From an optimization exercise on the open Yosys and OpenROAD flow, aimed at small area, a short achievable clock period and few clock cycles per item; shortcuts taken in it are not production practice. Function was not checked in any run shown here: the RTL went through the layout flow alone.

==> flow/design.v (outline; a module is shown in full before it is edited, if it fits) <==
// module barrett_reduce_pipe: 1176 lines
// module csa_fa: 10 lines
module barrett_reduce_pipe (
    input  logic        clk,
    input  logic        rst,
    input  logic        in_valid,
    input  logic [63:0] in_data,
    output logic        in_ready,
    output logic        out_valid,
    output logic [31:0] out_data,
    input  logic        out_ready,
    output logic        out_err
);
  // ...
==> flow/run.sh <==
#!/bin/bash
# synth_recipe.tcl (not shown) runs the flow's synth.tcl, then flattens the netlist and writes it again
# the make line also repeats each setting of config.mk as NAME=value (left out here)
make -C /OpenROAD-flow-scripts/flow DESIGN_CONFIG=/design/flow/config.mk WORK_HOME=/design/flow/orfs CLKGATE_MAP_FILE= SYNTH_SCRIPT=/design/flow/synth_recipe.tcl finish
==> flow/config.mk <==
export PLATFORM = sky130hd
export DESIGN_NAME = barrett_reduce_pipe
export DESIGN_NICKNAME = barrett_reduce_pipe
export VERILOG_FILES = /design/flow/design.v
export SDC_FILE = /design/flow/constraint.sdc
export NUM_CORES = 4
export LEC_CHECK = 0
export ABC_CLOCK_PERIOD_IN_PS = 4000
export CAP_MARGIN = 20
export CORE_MARGIN = 2
export CORE_UTILIZATION = 40
export SLEW_MARGIN = 20
export SYNTH_HIERARCHICAL = 1
export SYNTH_MINIMUM_KEEP_SIZE = 0
==> flow/constraint.sdc <==
create_clock -name core_clock -period 9.0 [get_ports {clk}]
set_input_delay 1.8000 -clock core_clock [delete_from_list [all_inputs] [get_ports {clk}]]
set_output_delay 1.8000 -clock core_clock [all_outputs]
set_load 0.01 [all_outputs]
==> impl_results.md, run 1 <==
* Outcome: finished clean
* Met1 WL at 21000 um
* Met3 layer usage reported by global route at 3.55%
* Clock Path Buffers at 2
* Tightest Pin Transition at around 0.97 ns
* Signal buf overhead at 6.17%
* Top cell type's share of synthesized area at a little under a third
* Drt total wl at 47700 um
* Global route overflow at 0
* Top Metal Used: met4
* Crit path cell chain: fa_1, inv_1, fa_1, buf_4, inv_1, ha_1, inv_1, a211oi_1, a211oi_1, o21ai_0, nand2_1, a31oi_1, o221ai_1, a21boi_0, a311o_1, fa_1, fa_1, fa_1, fa_1
* H-tree level count at 4
* Final setup viols at 0
* Most used cell, CP: fa_1
* Ys async rst share at a little under 2%
* Root Driver: clkbuf_16
* Port Buf Inserts at 100
* Crit path kind: flip-flop to flip-flop
* Top-count cell post-synth: fa_1
* Reg2reg end: q_s2[16]
* Layout Utilization at 45.5%
* Hold EP: q_err2
* Post-CTS Repair Setup Buffers at 0
* Max Clock Skew at 0.00929 ns
* Die Span Y at 211 um
* Top FF cell, synth: edfxtp_1
* Max_slew headroom at 34.6%
* Commonest non-fill, non-tap cell in the layout: fa_1
* Share of post-route cells with drive strength above 1 at 7.16%
* Leading area contributor after synthesis: fa_1
* Synth Area per Inst at between 10 and 15 um^2
* Fin area at approximately 0.019 mm^2
* Mapped Cells at 1514
* Stages on worst setup path at 19
==> run 2, diff against run 1 <==
--- a/flow/design.v
+++ b/flow/design.v
@@ -139,20 +139,19 @@
     wire m17_s55, m17_c55;
     csa_fa u_m1755 (.a(~m17_c50), .b(m17_s44), .c(~m17_c54), .s(m17_s55), .co(m17_c55));
     wire m17_s56, m17_c56;
     csa_fa u_m1756 (.a(m17_s46), .b(m17_c51), .c(m17_s52), .s(m17_s56), .co(m17_c56));
     wire m17_s57, m17_c57;
     csa_fa u_m1757 (.a(m17_s48), .b(m17_c52), .c(m17_s53), .s(m17_s57), .co(m17_c57));
     wire m17_s58, m17_c58;
     csa_fa u_m1758 (.a(m17_s50), .b(m17_c53), .c(m17_s54), .s(m17_s58), .co(m17_c58));
-    wire [6:0] m7v = {m7_c30, {m7_c29, m7_c28, m7_s28}};
-    wire [2:0] m7w = {m7_s30, m7_s29, m7_s25};
-    wire [8:0] m17v = {~m17_c58, {m17_c57, m17_c56, m17_c55, m17_s55}};
-    wire [3:0] m17w = {m17_s58, m17_s57, m17_s56, m17_s51};
+    wire [3:0] t7  = {1'b0, {m7_c29, m7_c28, m7_s28}} + {1'b0, {m7_s30, m7_s29, m7_s25}} + {3'b0, m7_c30};
+    wire [2:0] m7  = 3'(t7 % 4'd7);
+    wire [4:0] s17 = {1'b0, {m17_c57, m17_c56, m17_c55, m17_s55}} + {1'b0, {m17_s58, m17_s57, m17_s56, m17_s51}} + {4'b0, ~m17_c58};
     wire c1_s59, c1_c59;
     assign c1_s59 = ~(x[23] ^ x[0]);
     assign c1_c59 = x[23] | x[0];
     wire c1_s60, c1_c60;
     assign c1_s60 = ~(x[26] ^ ~x[23]);
     assign c1_c60 = x[26] | ~x[23];
     wire c1_s61, c1_c61;
     csa_fa u_c161 (.a(x[27]), .b(~x[24]), .c(x[4]), .s(c1_s61), .co(c1_c61));
@@ -458,551 +457,257 @@
     wire c1_s205, c1_c205;
     csa_fa u_c1205 (.a(c1_c176), .b(c1_s177), .c(c1_c193), .s(c1_s205), .co(c1_c205));
     wire c1_s206, c1_c206;
     csa_fa u_c1206 (.a(c1_c61), .b(c1_s62), .c(c1_c199), .s(c1_s206), .co(c1_c206));
     wire c1_s207, c1_c207;
     csa_fa u_c1207 (.a(c1_s63), .b(c1_s121), .c(c1_c206), .s(c1_s207), .co(c1_c207));
     wire [30:0] s1 = {c1_c197, c1_c196, c1_c195, c1_c194, c1_s194, c1_s205, c1_s204, c1_s192, c1_s203, c1_c201, c1_s201, c1_s189, c1_s200, c1_c187, c1_c186, c1_c185, c1_c165, c1_c164, c1_c163, c1_c162, c1_c161, c1_c160, c1_c159, c1_c207, c1_s207, c1_s206, c1_s199, c1_s184, c1_s158, c1_s120, c1_s59};
     wire [30:0] c1 = {c1_s198, c1_s197, c1_s196, c1_s195, c1_c205, c1_c204, 1'b0, c1_c203, c1_c202, c1_s202, 1'b0, c1_c200, 1'b0, c1_s188, c1_s187, c1_s186, c1_s185, c1_s165, c1_s164, c1_s163, c1_s162, c1_s161, c1_s160, c1_s159, 1'b0, 1'b0, 1'b0, 1'b0, 1'b0, 1'b0, 1'b0};
-    logic [3:0]  q_m7v;
-    logic [2:0]  q_m7w;
-    logic [4:0]  q_m17v;
-    logic [3:0]  q_m17w;
+    logic [2:0]  q_m7;
+    logic [4:0]  q_s17;
     logic [30:0] q_s1, q_c1;
     logic        q_sp, q_err1;
     always_ff @(posedge clk) begin
         if (w_rdy1) begin
-            q_m7v  <= m7v[3:0];
-            q_m7w  <= m7w;
-            q_m17v <= m17v[4:0];
-            q_m17w <= m17w;
+            q_m7   <= m7;
+            q_s17  <= s17;
             q_s1   <= s1;
             q_c1   <= c1;
             q_sp   <= sp;
             q_err1 <= err;
         end
     end
-    wire [3:0] t7  = {1'b0, q_m7v[2:0]} + {1'b0, q_m7w} + {3'b0, q_m7v[3]};
-    wire [4:0] s17 = {1'b0, q_m17v[3:0]} + {1'b0, q_m17w} + {4'b0, q_m17v[4]};
     logic [6:0] bt;
     always_comb begin
-        case ({t7, s17})
-            9'd0: bt = 7'd0;
-            9'd1: bt = 7'd35;
-            9'd2: bt = 7'd70;
-            9'd3: bt = 7'd105;
-            9'd4: bt = 7'd21;
-            9'd5: bt = 7'd56;
-            9'd6: bt = 7'd91;
-            9'd7: bt = 7'd7;
-            9'd8: bt = 7'd42;
-            9'd9: bt = 7'd77;
-            9'd10: bt = 7'd112;
-            9'd11: bt = 7'd28;
-            9'd12: bt = 7'd63;
-            9'd13: bt = 7'd98;
-            9'd14: bt = 7'd14;
-            9'd15: bt = 7'd49;
-            9'd16: bt = 7'd84;
-            9'd17: bt = 7'd0;
-            9'd18: bt = 7'd35;
-            9'd19: bt = 7'd70;
-            9'd20: bt = 7'd105;
-            9'd21: bt = 7'd21;
-            9'd22: bt = 7'd56;
-            9'd23: bt = 7'd91;
-            9'd24: bt = 7'd7;
-            9'd25: bt = 7'd42;
-            9'd26: bt = 7'd77;
-            9'd27: bt = 7'd112;
-            9'd28: bt = 7'd28;
-            9'd29: bt = 7'd63;
-            9'd30: bt = 7'd98;
-            9'd31: bt = 7'd14;
-            9'd32: bt = 7'd85;
-            9'd33: bt = 7'd1;
-            9'd34: bt = 7'd36;
-            9'd35: bt = 7'd71;
-            9'd36: bt = 7'd106;
-            9'd37: bt = 7'd22;
-            9'd38: bt = 7'd57;
-            9'd39: bt = 7'd92;
-            9'd40: bt = 7'd8;
-            9'd41: bt = 7'd43;
-            9'd42: bt = 7'd78;
-            9'd43: bt = 7'd113;
-            9'd44: bt = 7'd29;
-            9'd45: bt = 7'd64;
-            9'd46: bt = 7'd99;
-            9'd47: bt = 7'd15;
-            9'd48: bt = 7'd50;
-            9'd49: bt = 7'd85;
-            9'd50: bt = 7'd1;
-            9'd51: bt = 7'd36;
-            9'd52: bt = 7'd71;
-            9'd53: bt = 7'd106;
-            9'd54: bt = 7'd22;
-            9'd55: bt = 7'd57;
-            9'd56: bt = 7'd92;
-            9'd57: bt = 7'd8;
-            9'd58: bt = 7'd43;
-            9'd59: bt = 7'd78;
-            9'd60: bt = 7'd113;
-            9'd61: bt = 7'd29;
-            9'd62: bt = 7'd64;
-            9'd63: bt = 7'd99;
-            9'd64: bt = 7'd51;
-            9'd65: bt = 7'd86;
-            9'd66: bt = 7'd2;
-            9'd67: bt = 7'd37;
-            9'd68: bt = 7'd72;
-            9'd69: bt = 7'd107;
-            9'd70: bt = 7'd23;
-            9'd71: bt = 7'd58;
-            9'd72: bt = 7'd93;
-            9'd73: bt = 7'd9;
-            9'd74: bt = 7'd44;
-            9'd75: bt = 7'd79;
-            9'd76: bt = 7'd114;
-            9'd77: bt = 7'd30;
-            9'd78: bt = 7'd65;
-            9'd79: bt = 7'd100;
-            9'd80: bt = 7'd16;
-            9'd81: bt = 7'd51;
-            9'd82: bt = 7'd86;
-            9'd83: bt = 7'd2;
-            9'd84: bt = 7'd37;
-            9'd85: bt = 7'd72;
-            9'd86: bt = 7'd107;
-            9'd87: bt = 7'd23;
-            9'd88: bt = 7'd58;
-            9'd89: bt = 7'd93;
-            9'd90: bt = 7'd9;
-            9'd91: bt = 7'd44;
-            9'd92: bt = 7'd79;
-            9'd93: bt = 7'd114;
-            9'd94: bt = 7'd30;
-            9'd95: bt = 7'd65;
-            9'd96: bt = 7'd17;
-            9'd97: bt = 7'd52;
-            9'd98: bt = 7'd87;
-            9'd99: bt = 7'd3;
-            9'd100: bt = 7'd38;
-            9'd101: bt = 7'd73;
-            9'd102: bt = 7'd108;
-            9'd103: bt = 7'd24;
-            9'd104: bt = 7'd59;
-            9'd105: bt = 7'd94;
-            9'd106: bt = 7'd10;
-            9'd107: bt = 7'd45;
-            9'd108: bt = 7'd80;
-            9'd109: bt = 7'd115;
-            9'd110: bt = 7'd31;
-            9'd111: bt = 7'd66;
-            9'd112: bt = 7'd101;
-            9'd113: bt = 7'd17;
-            9'd114: bt = 7'd52;
-            9'd115: bt = 7'd87;
-            9'd116: bt = 7'd3;
-            9'd117: bt = 7'd38;
-            9'd118: bt = 7'd73;
-            9'd119: bt = 7'd108;
-            9'd120: bt = 7'd24;
-            9'd121: bt = 7'd59;
-            9'd122: bt = 7'd94;
-            9'd123: bt = 7'd10;
-            9'd124: bt = 7'd45;
-            9'd125: bt = 7'd80;
-            9'd126: bt = 7'd115;
-            9'd127: bt = 7'd31;
-            9'd128: bt = 7'd102;
-            9'd129: bt = 7'd18;
-            9'd130: bt = 7'd53;
-            9'd131: bt = 7'd88;
-            9'd132: bt = 7'd4;
-            9'd133: bt = 7'd39;
-            9'd134: bt = 7'd74;
-            9'd135: bt = 7'd109;
-            9'd136: bt = 7'd25;
-            9'd137: bt = 7'd60;
-            9'd138: bt = 7'd95;
-            9'd139: bt = 7'd11;
-            9'd140: bt = 7'd46;
-            9'd141: bt = 7'd81;
-            9'd142: bt = 7'd116;
-            9'd143: bt = 7'd32;
-            9'd144: bt = 7'd67;
-            9'd145: bt = 7'd102;
-            9'd146: bt = 7'd18;
-            9'd147: bt = 7'd53;
-            9'd148: bt = 7'd88;
-            9'd149: bt = 7'd4;
-            9'd150: bt = 7'd39;
-            9'd151: bt = 7'd74;
-            9'd152: bt = 7'd109;
-            9'd153: bt = 7'd25;
-            9'd154: bt = 7'd60;
-            9'd155: bt = 7'd95;
-            9'd156: bt = 7'd11;
-            9'd157: bt = 7'd46;
-            9'd158: bt = 7'd81;
-            9'd159: bt = 7'd116;
-            9'd160: bt = 7'd68;
-            9'd161: bt = 7'd103;
-            9'd162: bt = 7'd19;
-            9'd163: bt = 7'd54;
-            9'd164: bt = 7'd89;
-            9'd165: bt = 7'd5;
-            9'd166: bt = 7'd40;
-            9'd167: bt = 7'd75;
-            9'd168: bt = 7'd110;
-            9'd169: bt = 7'd26;
-            9'd170: bt = 7'd61;
-            9'd171: bt = 7'd96;
-            9'd172: bt = 7'd12;
-            9'd173: bt = 7'd47;
-            9'd174: bt = 7'd82;
-            9'd175: bt = 7'd117;
-            9'd176: bt = 7'd33;
-            9'd177: bt = 7'd68;
-            9'd178: bt = 7'd103;
-            9'd179: bt = 7'd19;
-            9'd180: bt = 7'd54;
-            9'd181: bt = 7'd89;
-            9'd182: bt = 7'd5;
-            9'd183: bt = 7'd40;
-            9'd184: bt = 7'd75;
-            9'd185: bt = 7'd110;
-            9'd186: bt = 7'd26;
-            9'd187: bt = 7'd61;
-            9'd188: bt = 7'd96;
-            9'd189: bt = 7'd12;
-            9'd190: bt = 7'd47;
-            9'd191: bt = 7'd82;
-            9'd192: bt = 7'd34;
-            9'd193: bt = 7'd69;
-            9'd194: bt = 7'd104;
-            9'd195: bt = 7'd20;
-            9'd196: bt = 7'd55;
-            9'd197: bt = 7'd90;
-            9'd198: bt = 7'd6;
-            9'd199: bt = 7'd41;
-            9'd200: bt = 7'd76;
-            9'd201: bt = 7'd111;
-            9'd202: bt = 7'd27;
-            9'd203: bt = 7'd62;
-            9'd204: bt = 7'd97;
-            9'd205: bt = 7'd13;
-            9'd206: bt = 7'd48;
-            9'd207: bt = 7'd83;
-            9'd208: bt = 7'd118;
-            9'd209: bt = 7'd34;
-            9'd210: bt = 7'd69;
-            9'd211: bt = 7'd104;
-            9'd212: bt = 7'd20;
-            9'd213: bt = 7'd55;
-            9'd214: bt = 7'd90;
-            9'd215: bt = 7'd6;
-            9'd216: bt = 7'd41;
-            9'd217: bt = 7'd76;
-            9'd218: bt = 7'd111;
-            9'd219: bt = 7'd27;
-            9'd220: bt = 7'd62;
-            9'd221: bt = 7'd97;
-            9'd222: bt = 7'd13;
-            9'd223: bt = 7'd48;
-            9'd224: bt = 7'd0;
-            9'd225: bt = 7'd35;
-            9'd226: bt = 7'd70;
-            9'd227: bt = 7'd105;
-            9'd228: bt = 7'd21;
-            9'd229: bt = 7'd56;
-            9'd230: bt = 7'd91;
-            9'd231: bt = 7'd7;
-            9'd232: bt = 7'd42;
-            9'd233: bt = 7'd77;
-            9'd234: bt = 7'd112;
-            9'd235: bt = 7'd28;
-            9'd236: bt = 7'd63;
-            9'd237: bt = 7'd98;
-            9'd238: bt = 7'd14;
-            9'd239: bt = 7'd49;
-            9'd240: bt = 7'd84;
-            9'd241: bt = 7'd0;
-            9'd242: bt = 7'd35;
-            9'd243: bt = 7'd70;
-            9'd244: bt = 7'd105;
-            9'd245: bt = 7'd21;
-            9'd246: bt = 7'd56;
-            9'd247: bt = 7'd91;
-            9'd248: bt = 7'd7;
-            9'd249: bt = 7'd42;
-            9'd250: bt = 7'd77;
-            9'd251: bt = 7'd112;
-            9'd252: bt = 7'd28;
-            9'd253: bt = 7'd63;
-            9'd254: bt = 7'd98;
-            9'd255: bt = 7'd14;
-            9'd256: bt = 7'd85;
-            9'd257: bt = 7'd1;
-            9'd258: bt = 7'd36;
-            9'd259: bt = 7'd71;
-            9'd260: bt = 7'd106;
-            9'd261: bt = 7'd22;
-            9'd262: bt = 7'd57;
-            9'd263: bt = 7'd92;
-            9'd264: bt = 7'd8;
-            9'd265: bt = 7'd43;
-            9'd266: bt = 7'd78;
-            9'd267: bt = 7'd113;
-            9'd268: bt = 7'd29;
-            9'd269: bt = 7'd64;
-            9'd270: bt = 7'd99;
-            9'd271: bt = 7'd15;
-            9'd272: bt = 7'd50;
-            9'd273: bt = 7'd85;
-            9'd274: bt = 7'd1;
-            9'd275: bt = 7'd36;
-            9'd276: bt = 7'd71;
-            9'd277: bt = 7'd106;
-            9'd278: bt = 7'd22;
-            9'd279: bt = 7'd57;
-            9'd280: bt = 7'd92;
-            9'd281: bt = 7'd8;
-            9'd282: bt = 7'd43;
-            9'd283: bt = 7'd78;
-            9'd284: bt = 7'd113;
-            9'd285: bt = 7'd29;
-            9'd286: bt = 7'd64;
-            9'd287: bt = 7'd99;
-            9'd288: bt = 7'd51;
-            9'd289: bt = 7'd86;
-            9'd290: bt = 7'd2;
-            9'd291: bt = 7'd37;
-            9'd292: bt = 7'd72;
-            9'd293: bt = 7'd107;
-            9'd294: bt = 7'd23;
-            9'd295: bt = 7'd58;
-            9'd296: bt = 7'd93;
-            9'd297: bt = 7'd9;
-            9'd298: bt = 7'd44;
-            9'd299: bt = 7'd79;
-            9'd300: bt = 7'd114;
-            9'd301: bt = 7'd30;
-            9'd302: bt = 7'd65;
-            9'd303: bt = 7'd100;
-            9'd304: bt = 7'd16;
-            9'd305: bt = 7'd51;
-            9'd306: bt = 7'd86;
-            9'd307: bt = 7'd2;
-            9'd308: bt = 7'd37;
-            9'd309: bt = 7'd72;
-            9'd310: bt = 7'd107;
-            9'd311: bt = 7'd23;
-            9'd312: bt = 7'd58;
-            9'd313: bt = 7'd93;
-            9'd314: bt = 7'd9;
-            9'd315: bt = 7'd44;
-            9'd316: bt = 7'd79;
-            9'd317: bt = 7'd114;
-            9'd318: bt = 7'd30;
-            9'd319: bt = 7'd65;
-            9'd320: bt = 7'd17;
-            9'd321: bt = 7'd52;
-            9'd322: bt = 7'd87;
-            9'd323: bt = 7'd3;
-            9'd324: bt = 7'd38;
-            9'd325: bt = 7'd73;
-            9'd326: bt = 7'd108;
-            9'd327: bt = 7'd24;
-            9'd328: bt = 7'd59;
-            9'd329: bt = 7'd94;
-            9'd330: bt = 7'd10;
-            9'd331: bt = 7'd45;
-            9'd332: bt = 7'd80;
-            9'd333: bt = 7'd115;
-            9'd334: bt = 7'd31;
-            9'd335: bt = 7'd66;
-            9'd336: bt = 7'd101;
-            9'd337: bt = 7'd17;
-            9'd338: bt = 7'd52;
-            9'd339: bt = 7'd87;
-            9'd340: bt = 7'd3;
-            9'd341: bt = 7'd38;
-            9'd342: bt = 7'd73;
-            9'd343: bt = 7'd108;
-            9'd344: bt = 7'd24;
-            9'd345: bt = 7'd59;
-            9'd346: bt = 7'd94;
-            9'd347: bt = 7'd10;
-            9'd348: bt = 7'd45;
-            9'd349: bt = 7'd80;
-            9'd350: bt = 7'd115;
-            9'd351: bt = 7'd31;
-            9'd352: bt = 7'd102;
-            9'd353: bt = 7'd18;
-            9'd354: bt = 7'd53;
-            9'd355: bt = 7'd88;
-            9'd356: bt = 7'd4;
-            9'd357: bt = 7'd39;
-            9'd358: bt = 7'd74;
-            9'd359: bt = 7'd109;
-            9'd360: bt = 7'd25;
-            9'd361: bt = 7'd60;
-            9'd362: bt = 7'd95;
-            9'd363: bt = 7'd11;
-            9'd364: bt = 7'd46;
-            9'd365: bt = 7'd81;
-            9'd366: bt = 7'd116;
-            9'd367: bt = 7'd32;
-            9'd368: bt = 7'd67;
-            9'd369: bt = 7'd102;
-            9'd370: bt = 7'd18;
-            9'd371: bt = 7'd53;
-            9'd372: bt = 7'd88;
-            9'd373: bt = 7'd4;
-            9'd374: bt = 7'd39;
-            9'd375: bt = 7'd74;
-            9'd376: bt = 7'd109;
-            9'd377: bt = 7'd25;
-            9'd378: bt = 7'd60;
-            9'd379: bt = 7'd95;
-            9'd380: bt = 7'd11;
-            9'd381: bt = 7'd46;
-            9'd382: bt = 7'd81;
-            9'd383: bt = 7'd116;
-            9'd384: bt = 7'd68;
-            9'd385: bt = 7'd103;
-            9'd386: bt = 7'd19;
-            9'd387: bt = 7'd54;
-            9'd388: bt = 7'd89;
-            9'd389: bt = 7'd5;
-            9'd390: bt = 7'd40;
-            9'd391: bt = 7'd75;
-            9'd392: bt = 7'd110;
-            9'd393: bt = 7'd26;
-            9'd394: bt = 7'd61;
-            9'd395: bt = 7'd96;
-            9'd396: bt = 7'd12;
-            9'd397: bt = 7'd47;
-            9'd398: bt = 7'd82;
-            9'd399: bt = 7'd117;
-            9'd400: bt = 7'd33;
-            9'd401: bt = 7'd68;
-            9'd402: bt = 7'd103;
-            9'd403: bt = 7'd19;
-            9'd404: bt = 7'd54;
-            9'd405: bt = 7'd89;
-            9'd406: bt = 7'd5;
-            9'd407: bt = 7'd40;
-            9'd408: bt = 7'd75;
-            9'd409: bt = 7'd110;
-            9'd410: bt = 7'd26;
-            9'd411: bt = 7'd61;
-            9'd412: bt = 7'd96;
-            9'd413: bt = 7'd12;
-            9'd414: bt = 7'd47;
-            9'd415: bt = 7'd82;
-            9'd416: bt = 7'd34;
-            9'd417: bt = 7'd69;
-            9'd418: bt = 7'd104;
-            9'd419: bt = 7'd20;
-            9'd420: bt = 7'd55;
-            9'd421: bt = 7'd90;
-            9'd422: bt = 7'd6;
-            9'd423: bt = 7'd41;
-            9'd424: bt = 7'd76;
-            9'd425: bt = 7'd111;
-            9'd426: bt = 7'd27;
-            9'd427: bt = 7'd62;
-            9'd428: bt = 7'd97;
-            9'd429: bt = 7'd13;
-            9'd430: bt = 7'd48;
-            9'd431: bt = 7'd83;
-            9'd432: bt = 7'd118;
-            9'd433: bt = 7'd34;
-            9'd434: bt = 7'd69;
-            9'd435: bt = 7'd104;
-            9'd436: bt = 7'd20;
-            9'd437: bt = 7'd55;
-            9'd438: bt = 7'd90;
-            9'd439: bt = 7'd6;
-            9'd440: bt = 7'd41;
-            9'd441: bt = 7'd76;
-            9'd442: bt = 7'd111;
-            9'd443: bt = 7'd27;
-            9'd444: bt = 7'd62;
-            9'd445: bt = 7'd97;
-            9'd446: bt = 7'd13;
-            9'd447: bt = 7'd48;
-            9'd448: bt = 7'd0;
-            9'd449: bt = 7'd35;
-            9'd450: bt = 7'd70;
-            9'd451: bt = 7'd105;
-            9'd452: bt = 7'd21;
-            9'd453: bt = 7'd56;
-            9'd454: bt = 7'd91;
-            9'd455: bt = 7'd7;
-            9'd456: bt = 7'd42;
-            9'd457: bt = 7'd77;
-            9'd458: bt = 7'd112;
-            9'd459: bt = 7'd28;
-            9'd460: bt = 7'd63;
-            9'd461: bt = 7'd98;
-            9'd462: bt = 7'd14;
-            9'd463: bt = 7'd49;
-            9'd464: bt = 7'd84;
-            9'd465: bt = 7'd0;
-            9'd466: bt = 7'd35;
-            9'd467: bt = 7'd70;
-            9'd468: bt = 7'd105;
-            9'd469: bt = 7'd21;
-            9'd470: bt = 7'd56;
-            9'd471: bt = 7'd91;
-            9'd472: bt = 7'd7;
-            9'd473: bt = 7'd42;
-            9'd474: bt = 7'd77;
-            9'd475: bt = 7'd112;
-            9'd476: bt = 7'd28;
-            9'd477: bt = 7'd63;
-            9'd478: bt = 7'd98;
-            9'd479: bt = 7'd14;
-            9'd480: bt = 7'd85;
-            9'd481: bt = 7'd1;
-            9'd482: bt = 7'd36;
-            9'd483: bt = 7'd71;
-            9'd484: bt = 7'd106;
-            9'd485: bt = 7'd22;
-            9'd486: bt = 7'd57;
-            9'd487: bt = 7'd92;
-            9'd488: bt = 7'd8;
-            9'd489: bt = 7'd43;
-            9'd490: bt = 7'd78;
-            9'd491: bt = 7'd113;
-            9'd492: bt = 7'd29;
-            9'd493: bt = 7'd64;
-            9'd494: bt = 7'd99;
-            9'd495: bt = 7'd15;
-            9'd496: bt = 7'd50;
-            9'd497: bt = 7'd85;
-            9'd498: bt = 7'd1;
-            9'd499: bt = 7'd36;
-            9'd500: bt = 7'd71;
-            9'd501: bt = 7'd106;
-            9'd502: bt = 7'd22;
-            9'd503: bt = 7'd57;
-            9'd504: bt = 7'd92;
-            9'd505: bt = 7'd8;
-            9'd506: bt = 7'd43;
-            9'd507: bt = 7'd78;
-            9'd508: bt = 7'd113;
-            9'd509: bt = 7'd29;
-            9'd510: bt = 7'd64;
-            9'd511: bt = 7'd99;
+        case ({q_m7, q_s17})
+            8'd0: bt = 7'd0;
+            8'd1: bt = 7'd35;
+            8'd2: bt = 7'd70;
+            8'd3: bt = 7'd105;
+            8'd4: bt = 7'd21;
+            8'd5: bt = 7'd56;
+            8'd6: bt = 7'd91;
+            8'd7: bt = 7'd7;
+            8'd8: bt = 7'd42;
+            8'd9: bt = 7'd77;
+            8'd10: bt = 7'd112;
+            8'd11: bt = 7'd28;
+            8'd12: bt = 7'd63;
+            8'd13: bt = 7'd98;
+            8'd14: bt = 7'd14;
+            8'd15: bt = 7'd49;
+            8'd16: bt = 7'd84;
+            8'd17: bt = 7'd0;
+            8'd18: bt = 7'd35;
+            8'd19: bt = 7'd70;
+            8'd20: bt = 7'd105;
+            8'd21: bt = 7'd21;
+            8'd22: bt = 7'd56;
+            8'd23: bt = 7'd91;
+            8'd24: bt = 7'd7;
+            8'd25: bt = 7'd42;
+            8'd26: bt = 7'd77;
+            8'd27: bt = 7'd112;
+            8'd28: bt = 7'd28;
+            8'd29: bt = 7'd63;
+            8'd30: bt = 7'd98;
+            8'd31: bt = 7'd14;
+            8'd32: bt = 7'd85;
+            8'd33: bt = 7'd1;
+            8'd34: bt = 7'd36;
+            8'd35: bt = 7'd71;
+            8'd36: bt = 7'd106;
+            8'd37: bt = 7'd22;
+            8'd38: bt = 7'd57;
+            8'd39: bt = 7'd92;
+            8'd40: bt = 7'd8;
+            8'd41: bt = 7'd43;
+            8'd42: bt = 7'd78;
+            8'd43: bt = 7'd113;
+            8'd44: bt = 7'd29;
+            8'd45: bt = 7'd64;
+            8'd46: bt = 7'd99;
+            8'd47: bt = 7'd15;
+            8'd48: bt = 7'd50;
+            8'd49: bt = 7'd85;
+            8'd50: bt = 7'd1;
+            8'd51: bt = 7'd36;
+            8'd52: bt = 7'd71;
+            8'd53: bt = 7'd106;
+            8'd54: bt = 7'd22;
+            8'd55: bt = 7'd57;
+            8'd56: bt = 7'd92;
+            8'd57: bt = 7'd8;
+            8'd58: bt = 7'd43;
+            8'd59: bt = 7'd78;
+            8'd60: bt = 7'd113;
+            8'd61: bt = 7'd29;
+            8'd62: bt = 7'd64;
+            8'd63: bt = 7'd99;
+            8'd64: bt = 7'd51;
+            8'd65: bt = 7'd86;
+            8'd66: bt = 7'd2;
+            8'd67: bt = 7'd37;
+            8'd68: bt = 7'd72;
+            8'd69: bt = 7'd107;
+            8'd70: bt = 7'd23;
+            8'd71: bt = 7'd58;
+            8'd72: bt = 7'd93;
+            8'd73: bt = 7'd9;
+            8'd74: bt = 7'd44;
+            8'd75: bt = 7'd79;
+            8'd76: bt = 7'd114;
+            8'd77: bt = 7'd30;
+            8'd78: bt = 7'd65;
+            8'd79: bt = 7'd100;
+            8'd80: bt = 7'd16;
+            8'd81: bt = 7'd51;
+            8'd82: bt = 7'd86;
+            8'd83: bt = 7'd2;
+            8'd84: bt = 7'd37;
+            8'd85: bt = 7'd72;
+            8'd86: bt = 7'd107;
+            8'd87: bt = 7'd23;
+            8'd88: bt = 7'd58;
+            8'd89: bt = 7'd93;
+            8'd90: bt = 7'd9;
+            8'd91: bt = 7'd44;
+            8'd92: bt = 7'd79;
+            8'd93: bt = 7'd114;
+            8'd94: bt = 7'd30;
+            8'd95: bt = 7'd65;
+            8'd96: bt = 7'd17;
+            8'd97: bt = 7'd52;
+            8'd98: bt = 7'd87;
+            8'd99: bt = 7'd3;
+            8'd100: bt = 7'd38;
+            8'd101: bt = 7'd73;
+            8'd102: bt = 7'd108;
+            8'd103: bt = 7'd24;
+            8'd104: bt = 7'd59;
+            8'd105: bt = 7'd94;
+            8'd106: bt = 7'd10;
+            8'd107: bt = 7'd45;
+            8'd108: bt = 7'd80;
+            8'd109: bt = 7'd115;
+            8'd110: bt = 7'd31;
+            8'd111: bt = 7'd66;
+            8'd112: bt = 7'd101;
+            8'd113: bt = 7'd17;
+            8'd114: bt = 7'd52;
+            8'd115: bt = 7'd87;
+            8'd116: bt = 7'd3;
+            8'd117: bt = 7'd38;
+            8'd118: bt = 7'd73;
+            8'd119: bt = 7'd108;
+            8'd120: bt = 7'd24;
+            8'd121: bt = 7'd59;
+            8'd122: bt = 7'd94;
+            8'd123: bt = 7'd10;
+            8'd124: bt = 7'd45;
+            8'd125: bt = 7'd80;
+            8'd126: bt = 7'd115;
+            8'd127: bt = 7'd31;
+            8'd128: bt = 7'd102;
+            8'd129: bt = 7'd18;
+            8'd130: bt = 7'd53;
+            8'd131: bt = 7'd88;
+            8'd132: bt = 7'd4;
+            8'd133: bt = 7'd39;
+            8'd134: bt = 7'd74;
+            8'd135: bt = 7'd109;
+            8'd136: bt = 7'd25;
+            8'd137: bt = 7'd60;
+            8'd138: bt = 7'd95;
+            8'd139: bt = 7'd11;
+            8'd140: bt = 7'd46;
+            8'd141: bt = 7'd81;
+            8'd142: bt = 7'd116;
+            8'd143: bt = 7'd32;
+            8'd144: bt = 7'd67;
+            8'd145: bt = 7'd102;
+            8'd146: bt = 7'd18;
+            8'd147: bt = 7'd53;
+            8'd148: bt = 7'd88;
+            8'd149: bt = 7'd4;
+            8'd150: bt = 7'd39;
+            8'd151: bt = 7'd74;
+            8'd152: bt = 7'd109;
+            8'd153: bt = 7'd25;
+            8'd154: bt = 7'd60;
+            8'd155: bt = 7'd95;
+            8'd156: bt = 7'd11;
+            8'd157: bt = 7'd46;
+            8'd158: bt = 7'd81;
+            8'd159: bt = 7'd116;
+            8'd160: bt = 7'd68;
+            8'd161: bt = 7'd103;
+            8'd162: bt = 7'd19;
+            8'd163: bt = 7'd54;
+            8'd164: bt = 7'd89;
+            8'd165: bt = 7'd5;
+            8'd166: bt = 7'd40;
+            8'd167: bt = 7'd75;
+            8'd168: bt = 7'd110;
+            8'd169: bt = 7'd26;
+            8'd170: bt = 7'd61;
+            8'd171: bt = 7'd96;
+            8'd172: bt = 7'd12;
+            8'd173: bt = 7'd47;
+            8'd174: bt = 7'd82;
+            8'd175: bt = 7'd117;
+            8'd176: bt = 7'd33;
+            8'd177: bt = 7'd68;
+            8'd178: bt = 7'd103;
+            8'd179: bt = 7'd19;
+            8'd180: bt = 7'd54;
+            8'd181: bt = 7'd89;
+            8'd182: bt = 7'd5;
+            8'd183: bt = 7'd40;
+            8'd184: bt = 7'd75;
+            8'd185: bt = 7'd110;
+            8'd186: bt = 7'd26;
+            8'd187: bt = 7'd61;
+            8'd188: bt = 7'd96;
+            8'd189: bt = 7'd12;
+            8'd190: bt = 7'd47;
+            8'd191: bt = 7'd82;
+            8'd192: bt = 7'd34;
+            8'd193: bt = 7'd69;
+            8'd194: bt = 7'd104;
+            8'd195: bt = 7'd20;
+            8'd196: bt = 7'd55;
+            8'd197: bt = 7'd90;
+            8'd198: bt = 7'd6;
+            8'd199: bt = 7'd41;
+            8'd200: bt = 7'd76;
+            8'd201: bt = 7'd111;
+            8'd202: bt = 7'd27;
+            8'd203: bt = 7'd62;
+            8'd204: bt = 7'd97;
+            8'd205: bt = 7'd13;
+            8'd206: bt = 7'd48;
+            8'd207: bt = 7'd83;
+            8'd208: bt = 7'd118;
+            8'd209: bt = 7'd34;
+            8'd210: bt = 7'd69;
+            8'd211: bt = 7'd104;
+            8'd212: bt = 7'd20;
+            8'd213: bt = 7'd55;
+            8'd214: bt = 7'd90;
+            8'd215: bt = 7'd6;
+            8'd216: bt = 7'd41;
+            8'd217: bt = 7'd76;
+            8'd218: bt = 7'd111;
+            8'd219: bt = 7'd27;
+            8'd220: bt = 7'd62;
+            8'd221: bt = 7'd97;
+            8'd222: bt = 7'd13;
+            8'd223: bt = 7'd48;
             default: bt = 7'd0;
         endcase
     end
     wire [6:0] b = q_sp ? 7'd119 : bt;
     wire c2_s208, c2_c208;
     csa_fa u_c2208 (.a(q_s1[0]), .b(q_c1[0]), .c(~b[0]), .s(c2_s208), .co(c2_c208));
     wire c2_s209, c2_c209;
     csa_fa u_c2209 (.a(q_s1[1]), .b(q_c1[1]), .c(~b[1]), .s(c2_s209), .co(c2_c209));
==> flow/config.mk (replaced) <==
export PLATFORM = sky130hd
export DESIGN_NAME = barrett_reduce_pipe
export DESIGN_NICKNAME = barrett_reduce_pipe
export VERILOG_FILES = /design/flow/design.v
export SDC_FILE = /design/flow/constraint.sdc
export NUM_CORES = 4
export LEC_CHECK = 0
export CAP_MARGIN = 20
export CORE_MARGIN = 2
export CORE_UTILIZATION = 40
export SLEW_MARGIN = 20
export SYNTH_HIERARCHICAL = 1
export SYNTH_MINIMUM_KEEP_SIZE = 0
==> impl_results.md, run 2 <==
* Root Driver: clkbuf_16 (unchanged)
* EDFF count, synth at 142 (was 150)
* Drt pass-1 iters at 5 (was 8)
* Placed Area at 0.0180 mm^2 (was 0.0186 mm^2)
* DRT antenna net count at 0 (unchanged)
* Final min period at 8.50 ns (was 7.23 ns)
* Pins Over Slew Limit at 0 (unchanged)
* Setup TNS at 0 ns (unchanged)
* CP Data Arrival Time at 8.84 ns (was 7.39 ns)
* R2r worst-path depth at 12 (was 19)
* Top cell type's share of synthesized area at 33.5% (was 31.6%)
* Clock sink count at 152 (was 153)
* Synth area leaders: fa_1, edfxtp_1, ha_1 (unchanged)
* Crit path cell chain: clkdlybuf4s50_1, fa_1, fa_1, fa_1, fa_1, fa_1, fa_1, fa_1, xor2_1, ha_1, ha_1, xnor2_1, a21oi_1, ha_1, a21o_1, o22ai_1, a21o_1, and3_1, buf_4, nor2_1, a221oi_1, o21ai_0, o311ai_1 (was fa_1, inv_1, fa_1, buf_4, inv_1, ha_1, inv_1, a211oi_1, a211oi_1, o21ai_0, nand2_1, a31oi_1, o221ai_1, a21boi_0, a311o_1, fa_1, fa_1, fa_1, fa_1)
* CTS Buf Count at 17 (unchanged)
* Tightest Pin Transition at 1.11 ns (was 0.974 ns)
* Worst Slack Setup Final at 0.502 ns (was 1.77 ns)
* Crit path capture type: flip-flop (unchanged)
* WL per Instance at 21.2 um (was 22.4 um)
* Top FF cell, synth: edfxtp_1 (unchanged)
* NumNets Final at 1915 (was 1962)
* Vias per cell at 5.56 (was 5.90)
* Worst slack, placed at 0.125 ns (was 1.87 ns)
* Clock transition at path regs at 0.07 ns (about the same)
* Hold EP: q_err3 (was q_err2)
* Area Growth Syn to Fin at 15.4% (was 11.9%)
* Final hold violation count at 0 (unchanged)
* Final setup viols at 0 (unchanged)
* Fillers at 3629 (was 3878)
* CP Buf/Inv Count at 2 (was 4)
* R2R setup slack at 4.42 ns (was 1.77 ns)
* Register Area at 0.00448 mm^2 (was 0.00458 mm^2)
* Fmax at 0.118 GHz (was 0.138 GHz)
* Leading area contributor after synthesis: fa_1 (unchanged)
* Reg2reg end: bt[0] (was q_s2[16])
* Critical path peak fanout at 12 (was 24)
* Die width at 205 um (was 211 um)
* DRC at 0 (unchanged)
* Max_slew headroom at 25.7% (was 34.6%)
* Post-CTS Repair Setup Buffers at 0 (unchanged)
* Fin area at 0.0186 mm^2 (was 0.0191 mm^2)
* Initial Util at 40.6% (was 40.7%)
* Crit path kind: input pin to flip-flop (was flip-flop to flip-flop)
* Global route overflow at 0 (unchanged)
* Commonest non-fill, non-tap cells in the layout: fa_1, edfxtp_1, inv_1, clkdlybuf4s50_1, nand2_1 (was fa_1, edfxtp_1, nand2_1, clkdlybuf4s50_1, inv_1)
* TritonCTS clock tree: done (unchanged)
* CP required at 9.34 ns (was 9.16 ns)
* Post-synth top cells: fa_1, edfxtp_1, inv_1, nand2_1, nor2_1 (was fa_1, edfxtp_1, nand2_1, inv_1, nor2_1)
* Gpl congestion at 0.953 (was 0.933)
* Largest regs: q_s1: 31 flops, q_s2: 31 flops, q_res: 30 flops (unchanged)
* Unrepaired setup endpoints after global routing: false (unchanged)
* Worst path slowest cell: clkdlybuf4s50_1 (was ha_1)
* Number of cell rows at 73 (was 75)
* Die Span Y at 205 um (was 211 um)
* # hold bufs at CTS at 0 (unchanged)
* Synth Area per Inst at 11.5 um^2 (was 11.3 um^2)
* Outcome: finished clean (unchanged)
* Crit path max-delay family: adder cells (unchanged)
* Via count at 11479 (was 12578)
* Tcrit/Tclk final at 94.4% (was 80.4%)
* Clock Path Buffers at 2 (unchanged)
* Port Buf Inserts at 100 (unchanged)
* Post_cts resized at 0 (unchanged)
* Vias in the first global route at 11937 (was 12971)
* Initial antenna violation count at 2 (was 0)
* Drt total wl at 43800 um (was 47700 um)
* Worst Hold Class: flip-flop to flip-flop (unchanged)
* Reg2Reg Launch Point: r_v3 (was q_m17v[0])
* Clk Latency, worst-skew pair at 0.44 ns (was 0.42 ns)
* Startpoint types: input pin (was flip-flop)
* Max Clock Skew at 0.0128 ns (was 0.00929 ns)
* Hold Path Cell Cnt at 0 (unchanged)
* Io pins at 103 (unchanged)
* CP max stage delay at 0.55 ns (was 0.88 ns)
* GR Util All Layers at 21.8% (was 22.3%)
* Global-route wire length before repair at 69300 um (was 75500 um)
* Synth Register Bits at 152 (was 153)
* Count of cell types in the netlist at 102 (was 107)
* MaxCap Viol Count at 0 (unchanged)
* Most used cell, CP: fa_1 (unchanged)
* Initial DRC count at 701 (was 1070)
* Core box area at 0.0397 mm^2 (was 0.0420 mm^2)
* DP HPWL at 35700 um (was 37800 um)
* H-tree level count at 4 (unchanged)
* Cell Area, Synth at 0.0161 mm^2 (was 0.0171 mm^2)
* Hold Startpoint: q_err2 (was q_err1)
* Syn. warnings at 7 (unchanged)
* Mapped Cells at 1399 (was 1514)
* Die ar. at 0.0419 mm^2 (was 0.0444 mm^2)
* Pin count of the biggest net entering global routing at 53 (was 73)
* Multi-input logic area at 0.0110 mm^2 (was 0.0118 mm^2)
* Commonest non-fill, non-tap cell in the layout: fa_1 (unchanged)
* Seq/Total Area, Yosys at 27.8% (was 26.8%)
* Share of post-route cells with drive strength above 1 at 10.1% (was 7.16%)
* Top-count cell post-synth: fa_1 (unchanged)
* Ys async rst share at 1.97% (was 1.96%)
run 2: metrics by stage:
step	std cells	hold WS (ns)	util, %
after global placement	2032	0.439	45.4
after CTS	2064	0.445	46.8
after floorplan	1410	0.400	-
after detailed placement	2032	0.428	45.4
final	2065	0.442	46.9
after global routing	2065	0.475	46.9
run 2: area by class of cell:
type	count	share of cell area, %
inverters	107	2.16
clock buffers	18	2.31
clock inverters	14	0.807
multi-input cells	1085	59.1
diodes	1	0.0134
well taps	525	3.53
flip-flops and latches	152	24.1
repair buffers	163	8.05
run 2: cells by family (layout without fill, tap and decap cells):
family / count (synthesis) / after routing / synth area share, %
other: 1 / 13 / 0.0233
AO/OA/AOI/OAI: 308 / 308 / 14.1
buffers and inverters: 173 / 302 / 4.49
AND/OR/NAND/NOR: 366 / 366 / 11.6
adder cells (fa/ha/maj): 321 / 321 / 37.5
XOR/XNOR: 54 / 54 / 2.98
flip-flops: 152 / 152 / 27.8
multiplexers: 24 / 24 / 1.56
run 2: per-module statistics from Yosys (local to each module, per instance):
module | flip-flops and latches | copies in the design
csa_fa | 0 | 265
barrett_reduce_pipe | 152 | 1
run 2: worst max path at each step:
| stage | from | end | slack [ns] | cells after the start |
|---|---|---|---|---|
| 2_1_floorplan | in_data[32] | bt[0] | 1.12 | 23 |
| 3_3_place_gp | in_data[29] | bt[1] | 0.27 | 23 |
| 3_5_place_dp | in_data[43] | bt[1] | 0.12 | 23 |
| 4_1_cts | in_data[43] | bt[1] | 0.57 | 23 |
| 5_1_grt | in_data[43] | bt[1] | 0.17 | 23 |
| 6_report | in_data[43] | bt[1] | 0.50 | 23 |
run 2: worst reg2reg max path: stages, from the launching register on:
cell	delay, ns
dfrtp_1	0.80
and4b_1	0.29
buf_4	0.26
clkinv_2	0.37
mux2_2	0.53
clkinv_1	0.28
ha_1	0.49
o211ai_1	0.35
nand2_1	0.15
nor2_1	0.08
o311ai_0	0.36
a21oi_1	0.13
a2111o_1	0.38
run 2: per-layer routing:
metal | up-vias | GRT usage, % | share of wire (%)
met4 | 2 | 6.83 | 2.5
met1 | 5811 | 30.0 | 45
met2 | 370 | 35.9 | 48
met5 | - | 0 | 0.037
li1 | 5235 | - | -
met3 | 61 | 2.93 | 4.7
==> run 3, diff against run 2 <==
--- a/flow/config.mk
+++ b/flow/config.mk
@@ -8,6 +8,7 @@
 export CAP_MARGIN = 20
 export CORE_MARGIN = 2
 export CORE_UTILIZATION = 40
+export SETUP_SLACK_MARGIN = 4
 export SLEW_MARGIN = 20
 export SYNTH_HIERARCHICAL = 1
 export SYNTH_MINIMUM_KEEP_SIZE = 0
==> impl_results.md, run 3 <==
* Io pins at 103 (unchanged)
* Synth area leaders: fa_1, edfxtp_1, ha_1 (unchanged)
* Largest regs: q_s1: 31 flops, q_s2: 31 flops, q_res: 30 flops (unchanged)
* Syn. warnings at 7 (unchanged)
* Die Span Y at 205 um (unchanged)
* Top cell type's share of synthesized area at 33.5% (unchanged)
* Seq/Total Area, Yosys at 27.8% (unchanged)
* CTS Buf Count at 17 (unchanged)
* Worst Hold Class: flip-flop to flip-flop (unchanged)
* Drt pass-1 iters at 5 (unchanged)
* Final min period at 7.20 ns (was 8.50 ns)
* Count of cell types in the netlist at 102 (unchanged)
* Startpoint types: input pin (unchanged)
* Gpl congestion at 0.955 (was 0.953)
* GR Util met1 at 30.8% (was 30.0%)
* Setup TNS at 0 ns (unchanged)
* Placed Area at 0.0182 mm^2 (was 0.0180 mm^2)
* GR Util All Layers at 22.6% (was 21.8%)
* Clock transition at path regs at 0.07 ns (about the same)
* Top FF cell, synth: edfxtp_1 (unchanged)
* Top Usage Layer GRT: met2 (unchanged)
* DRC at 0 (unchanged)
* Unrepaired setup endpoints after global routing: true (was false)
* Die width at 205 um (unchanged)
* Final hold violation count at 0 (unchanged)
* Clk Latency, worst-skew pair at 0.44 ns (about the same)
* EDFF count, synth at 142 (unchanged)
* Crit path capture type: flip-flop (unchanged)
* Die ar. at 0.0419 mm^2 (unchanged)
* Port Buf Inserts at 100 (unchanged)
* Synth Area per Inst at 11.5 um^2 (unchanged)
* Clock Path Buffers at 2 (unchanged)
* Fmax at 0.139 GHz (was 0.118 GHz)
* MaxCap Viol Count at 0 (unchanged)
* Max_slew headroom at 39.3% (was 25.7%)
* Critical path peak fanout at 8 (was 12)
* Max Clock Skew at 0.0169 ns (was 0.0128 ns)
* Top-count cell post-synth: fa_1 (unchanged)
* Pin count of the biggest net entering global routing at 54 (was 53)
* Met3 layer usage reported by global route at 3.32% (was 2.93%)
* Area Growth Syn to Fin at 20.5% (was 15.4%)
* Commonest non-fill, non-tap cell in the layout: fa_1 (unchanged)
* Drt total wl at 45500 um (was 43800 um)
* Vias in the first global route at 12289 (was 11937)
* Number of cell rows at 73 (unchanged)
* DP HPWL at 36200 um (was 35700 um)
* CP required at 9.31 ns (was 9.34 ns)
* Mapped Cells at 1399 (unchanged)
* CP Data Arrival Time at 7.51 ns (was 8.84 ns)
* NumNets Final at 1953 (was 1915)
* Cell Count, Final, Fillers Out at 2104 (was 2065)
* Final hold slack at 0.420 ns (was 0.442 ns)
* Leading area contributor after synthesis: fa_1 (unchanged)
* Fin area at 0.0194 mm^2 (was 0.0186 mm^2)
* CP Launch Point: in_data[38] (was in_data[43])
* Ys async rst share at 1.97% (unchanged)
* Clock sink count at 152 (unchanged)
* Via count at 11817 (was 11479)
* Final setup viols at 0 (unchanged)
* DRT antenna net count at 0 (unchanged)
* Share of post-route cells with drive strength above 1 at 19.7% (was 10.1%)
* Tcrit/Tclk final at 80.0% (was 94.4%)
* Synth Register Bits at 152 (unchanged)
* TritonCTS clock tree: done (unchanged)
* Tightest Pin Transition at 0.907 ns (was 1.11 ns)
* Initial Util at 40.6% (unchanged)
* H-tree level count at 4 (unchanged)
* Fillers at 3624 (was 3629)
* Core box area at 0.0397 mm^2 (unchanged)
* WL per Instance at 21.6 um (was 21.2 um)
* Pins Over Slew Limit at 0 (unchanged)
* Global route overflow at 0 (unchanged)
* Reg2Reg Launch Point: r_v3 (unchanged)
* Outcome: finished clean (unchanged)
* Global-route wire length before repair at 71500 um (was 69300 um)
* Initial DRC count at 914 (was 701)
* Hold Startpoint: q_err2 (unchanged)
* Placed insts at 2029 (was 2032)
* Commonest non-fill, non-tap cells in the layout: fa_1, edfxtp_1, inv_1, nand2_1, buf_4 (was fa_1, edfxtp_1, inv_1, clkdlybuf4s50_1, nand2_1)
* # hold bufs at CTS at 0 (unchanged)
* Vias per cell at 5.62 (was 5.56)
* GRT met2 Usage at 37.3% (was 35.9%)
* Post-synth top cells: fa_1, edfxtp_1, inv_1, nand2_1, nor2_1 (unchanged)
* Layout Utilization at 48.9% (was 46.9%)
* Crit path kind: input pin to flip-flop (unchanged)
* Initial antenna violation count at 2 (unchanged)
* Root Driver: clkbuf_16 (unchanged)
* Cell Area, Synth at 0.0161 mm^2 (unchanged)
run 3: what timing repair did:
action | 4_1_cts | 5_1_grt
gates resized for setup | 163 | 38
buffers inserted | 29 | 10
gates cloned | 2 | 0
endpoints found under the setup margin | 18 | 15
pin swaps | 45 | 35
run 3: per-layer routing:
metal / vias to the layer above / wire length [um]
met3: 68 / 2700
met1: 5935 / 19900
met2: 495 / 21800
met5: - / 0
met4: 0 / 1120
li1: 5319 / -
run 3: through the flow:
stage	setup slack, ns
after floorplan	1.63
after global placement	0.550
after detailed placement	0.408
after CTS	1.69
after global routing	1.67
final	1.80
run 3: cell families after synthesis:
| group | Yosys count | synth area share (%) |
|---|---|---|
| buffers and inverters | 173 | 4.49 |
| adders and majority gates | 321 | 37.5 |
| other | 1 | 0.0233 |
| xor gates and xnor gates | 54 | 2.98 |
| AOI/OAI and AO/OA | 308 | 14.1 |
| DFF | 152 | 27.8 |
| muxes | 24 | 1.56 |
| and+or+nand+nor | 366 | 11.6 |
run 3: path summary, 6_finish.rpt:
path,endpoint,slack [ns],depth (start not counted)
max,bt[1],1.80,24
min,q_err3,0.42,0
max reg2reg,bt[1],4.51,13
min reg2reg,q_err3,0.42,0
max in group asynchronous,r_v3,7.32,2
min in group asynchronous,r_v1,1.55,2
run 3: layout make-up:
type                       count  area, um^2  share of cell area (%)
clock inverter                11         123                   0.631
tap                          525         657                    3.38
clock buffer                  21         440                    2.27
sequential                   152        4480                    23.0
antenna                        2        5.00                  0.0258
timing repair buffer         201        1860                    9.57
inverter                     107         439                    2.26
multi-input combinational   1085       11400                    58.8
run 3: Yosys stat by module, one instance, submodules excluded:
| module | cells | times used | cell area [um^2] |
|---|---|---|---|
| csa_fa | 1 | 265 | 20.0 |
| barrett_reduce_pipe | 1134 | 1 | 10800 |
run 3: worst max-delay path: stages:
cell	delay [ns]
buf_4	0.13
fa_2	0.39
fa_2	0.47
fa_2	0.42
fa_2	0.47
fa_2	0.38
fa_2	0.42
fa_2	0.42
xor2_4	0.17
ha_4	0.17
ha_4	0.16
xnor2_2	0.12
a21oi_2	0.14
ha_2	0.23
nand2_2	0.05
or3_4	0.36
a21o_1	0.22
and3_4	0.21
buf_12	0.16
buf_6	0.12
nand4_1	0.08
nand4_1	0.13
o21ai_1	0.18
o311ai_1	0.12

-- separate check: timing with driven ports --
No port has a modelled driver above. Below, the same layouts with a new extraction and two added sets of constraints. Step 1: set_driving_cell puts a clkbuf_16 on clk and a buf_2 on each other input, an assumption about the parent block. Step 2 moves the port delays by t, midway between the first and last clock arrival at a register: inputs arrive t later, outputs are due t later. That takes back most of the time a late clock gives input paths. Three values: ideal ports, drivers, drivers and shift; two values: the first two.
run	shift t [ns]	slack for setup (ns)	latest minus earliest clock arrival (ns)	worst register clock-pin slew, ns
run 1	0.468	1.768 / 1.768 / 1.768	0.010 / 0.010	0.07 / 0.07
run 2	0.475	0.502 / 0.526 / 0.051	0.014 / 0.014	0.07 / 0.07
run 3	0.477	1.802 / 1.820 / 1.342	0.017 / 0.017	0.07 / 0.07
After both steps setup and hold are still met in every run listed. The setup slack of run 3, which loses most, moves by +0.018 ns with the drivers and by -0.460 ns with both steps.
